Context: an optimization exercise on an open-source flow, tuned for small area, a short achievable clock period and few clock cycles per item. The choices shown serve that exercise and are no tape-out recipe. Function was checked by simulation only, so behaviour that the tests miss may differ from the original. No activity file was given, so power comes from the tool's default toggle rates.

== build 66 ==
## dcache_ctrl
module dcache_ctrl (
	input  logic                  clk_i,
	input  logic                  rst_i,
	input  logic                  cpu_cyc_i,
	input  logic                  cpu_we_i,
	input  logic                  cpu_erc_i,
	input  dcache_pkg::cpu_tid_t  cpu_tid_i,
	input  dcache_pkg::addr_t     cpu_adr_i,
	input  dcache_pkg::line_sel_t cpu_sel_i,
	input  dcache_pkg::line_dat_t cpu_dat_i,
	output logic                  cpu_busy_o,
	output logic                  cpu_ack_o,
	output dcache_pkg::cpu_tid_t  cpu_ack_tid_o,
	output dcache_pkg::line_dat_t cpu_ack_dat_o,
	output logic                  cpu_ack_err_o,
	output logic                  bus_cyc_o,
	output logic                  bus_we_o,
	output logic                  bus_erc_o,
	output dcache_pkg::bus_tag_t  bus_tag_o,
	output dcache_pkg::addr_t     bus_adr_o,
	output dcache_pkg::half_sel_t bus_sel_o,
	output dcache_pkg::half_dat_t bus_dat_o,
	input  logic                  bus_full_i,
	input  logic                  bus_ack_i,
	input  dcache_pkg::bus_tag_t  bus_tag_i,
	input  dcache_pkg::half_dat_t bus_dat_i,
	input  logic                  bus_err_i
);
Size in the first run: roughly 5000 cells after synthesis, about 1700 flip-flops.
==> flow/config.mk <==
export PLATFORM = sky130hd
export DESIGN_NAME = dcache_ctrl
export DESIGN_NICKNAME = dcache_ctrl
export VERILOG_FILES = /design/flow/design.v
export SDC_FILE = /design/flow/constraint.sdc
export NUM_CORES = 4
export LEC_CHECK = 0
export CAP_MARGIN = 20
export CORE_AREA = 5 5 355 355
export DIE_AREA = 0 0 360 360
export SETUP_SLACK_MARGIN = 2.2
export SLEW_MARGIN = 20
==> flow/constraint.sdc <==
create_clock -name core_clock -period 5.0 [get_ports {clk_i}]
set_input_delay 1.0000 -clock core_clock [delete_from_list [all_inputs] [get_ports {clk_i}]]
set_output_delay 1.0000 -clock core_clock [all_outputs]
set_load 0.01 [all_outputs]
standard.sh (not shown) runs the stock make flow with config.mk's settings and CLKGATE_MAP_FILE= SYNTH_SCRIPT=/design/flow/synth_recipe.tcl, a recipe that flattens the netlist after the stock synthesis.
==> flow/flow/run.sh <==
#!/bin/bash
# Standard layout (the standard.sh, unchanged synthesis and steps) with two
# placement options changed: ports are buffered with buf_2 instead of the
# default cell buffer_ports picks, and pins may sit one routing track apart.
set -euo pipefail
cd "$(dirname "${BASH_SOURCE[0]}")/.."
bash standard.sh finish \
	"BUFFER_PORTS_ARGS=-buffer_cell sky130_fd_sc_hd__buf_2" \
	"PLACE_PINS_ARGS=-min_distance 1 -min_distance_in_tracks" \
	> make.log 2>&1
In summary, build 66 completed successfully, with a layout that passed the timing, DRC and antenna checks.
Testbench counts of build 66, summed over its fixed seeds: cycles 2,859, items 1,280.
The following lists how build 53 was set up differently from build 66:
# build 66
export LEC_CHECK = 0
export CAP_MARGIN = 20
export CORE_AREA = 5 5 355 355
export DIE_AREA = 0 0 360 360
export SETUP_SLACK_MARGIN = 2.2
export SLEW_MARGIN = 20
create_clock -name core_clock -period 5.0 [get_ports {clk_i}]
# build 53
export LEC_CHECK = 0
export ABC_AREA = 1
export CAP_MARGIN = 20
export CORE_AREA = 5 5 355 355
export CTS_CLUSTER_DIAMETER = 80
export CTS_CLUSTER_SIZE = 30
export DIE_AREA = 0 0 360 360
export SETUP_SLACK_MARGIN = 2.7
export SLEW_MARGIN = 20
create_clock -name core_clock -period 5.0 [get_ports {clk_i}]
-- flow/flow/run.sh --
<<< build 66, line 3
# placement options changed: ports are buffered with buf_2 instead of the
>>> build 53, line 3
# placement options changed: ports are buffered with buf_1 instead of the
<<< build 66, line 8
	"BUFFER_PORTS_ARGS=-buffer_cell sky130_fd_sc_hd__buf_2" \
>>> build 53, line 8
	"BUFFER_PORTS_ARGS=-buffer_cell sky130_fd_sc_hd__buf_1" \
Notes after the runs:
Diff build 66 -> build 53 | arrival time at the worst endpoint | decrease of 1.76 ns. Note that the wire length of the first global-routing pass recorded for build 53 amounts to 1.08 times the value seen in build 66. Across both runs, synthesis-to-finish area growth was lower for build 53 than for build 66. Data required time of the worst path is higher on build 66. Build 53 has completed all stages; timing, DRC and antenna checks passed. On build 53: shortest clock period the worst path allows after layout is 0.34 ns lower than what build 66 gave. Compared build 53 vs build 66, and layout filler cell count is up in build 53. Between build 66 and build 53, layout buffer count excluding clock buffers increased. Diff build 53 and build 66: combined area of the multi-input logic cells higher in build 66. When the final numbers for build 53 and build 66 were put side by side, the setup slack turned out to be greater in build 53. Relative to build 66, via total after detailed routing has gone up in build 53. In build 53, met1 routed wirelength after detailed routing is higher than in build 66.
Changes in build 54 relative to build 53:
# build 53
export LEC_CHECK = 0
export ABC_AREA = 1
export CAP_MARGIN = 20
export CORE_AREA = 5 5 355 355
export CTS_CLUSTER_DIAMETER = 80
export CTS_CLUSTER_SIZE = 30
export DIE_AREA = 0 0 360 360
export SETUP_SLACK_MARGIN = 2.7
export SLEW_MARGIN = 20
create_clock -name core_clock -period 5.0 [get_ports {clk_i}]
# build 54
export LEC_CHECK = 0
export ABC_AREA = 1
export CAP_MARGIN = 20
export CORE_AREA = 5 5 335 335
export CTS_CLUSTER_DIAMETER = 80
export CTS_CLUSTER_SIZE = 30
export DIE_AREA = 0 0 340 340
export SETUP_SLACK_MARGIN = 2.7
export SLEW_MARGIN = 20
create_clock -name core_clock -period 5.0 [get_ports {clk_i}]
Notes after the runs:
Synthesis-to-layout area growth: build 54 vs build 53 down 1.4 points. Relative to build 53, wire length on met2 increased by about 3.3% in build 54. Summary of build 54 over build 53: total power -about 1.7%; utilization after layout increased 6.8 points. Compared with build 53, build 54 shows a lower setup slack. Build 54 -> build 53: number of violations of the max-capacitance limit delta 0, exact match. | via count of the first global-routing pass | lower: build 53 |. Comparing build 54 and build 53, the lower shortest clock period the worst path allows after layout was measured on build 53.
--- input diff build 54..build 51 ---
# build 54
export LEC_CHECK = 0
export ABC_AREA = 1
export CAP_MARGIN = 20
export CORE_AREA = 5 5 335 335
export CTS_CLUSTER_DIAMETER = 80
export CTS_CLUSTER_SIZE = 30
export DIE_AREA = 0 0 340 340
export SETUP_SLACK_MARGIN = 2.7
export SLEW_MARGIN = 20
create_clock -name core_clock -period 5.0 [get_ports {clk_i}]
# build 51
export LEC_CHECK = 0
export ABC_AREA = 1
export CAP_MARGIN = 20
export CORE_AREA = 5 5 320 320
export CTS_CLUSTER_DIAMETER = 80
export CTS_CLUSTER_SIZE = 30
export DIE_AREA = 0 0 325 325
export SETUP_SLACK_MARGIN = 2.7
export SLEW_MARGIN = 20
create_clock -name core_clock -period 5.0 [get_ports {clk_i}]
- Build 51 -> build 54: adder-cell share of the synthesized area delta 0, exact match
- Against build 54, build 51 comes in 15 higher on number of setup buffers added after CTS.
- Build 51 did not run to completion, as it errored out during 5_1_grt.
- Horizontal die dimension: build 51 < build 54
- For total cell area at the placement stage, build 51 and build 54 come out practically identical.
- Synthesized area essentially unchanged between build 51 and build 54.
- Build 54 has higher vertical die dimension than build 51.
- Half-perimeter wire length after detailed placement ended up 0.88% higher on build 51 than on build 54.
- Row number of core rows: build 51 lower / build 54 higher
- Re number of cells in the design after placement: build 51 and build 54 aren't equal, and the lower value belongs to build 51.

==> afterwards: timing with drivers on the ports <==
No port has a modelled driver above. Below, the same layouts with a new extraction and two added sets of constraints. Step 1 sets driving cells, clkbuf_16 on the clock port and buf_2 on the other inputs (assumed; they add their load-dependent delay and slew). Step 2 moves the port delays by t, midway between the first and last clock arrival at a register: inputs arrive t later, outputs are due t later. That takes back most of the time a late clock gives input paths. Slacks: ideal / step 1 / step 2; pairs: ideal / step 1.
| run | t, ns | slack for setup (ns) | latest minus earliest clock arrival (ns) | worst register clock-pin slew, ns | pins driven straight from the clock port |
|---|---|---|---|---|---|
| build 66 | 0.856 | 2.313 / 2.242 / 1.460 | 0.027 / 0.028 | 0.06 / 0.06 | 1 |
| build 53 | 0.766 | 2.654 / 2.531 / 1.934 | 0.044 / 0.044 | 0.12 / 0.12 | 1 |
| build 54 | 0.762 | 2.644 / 2.531 / 1.909 | 0.044 / 0.044 | 0.12 / 0.12 | 1 |
After both steps every run listed still meets setup and hold. The setup slack of build 66, which loses most, moves by -0.071 ns with the drivers and by -0.853 ns with both steps.
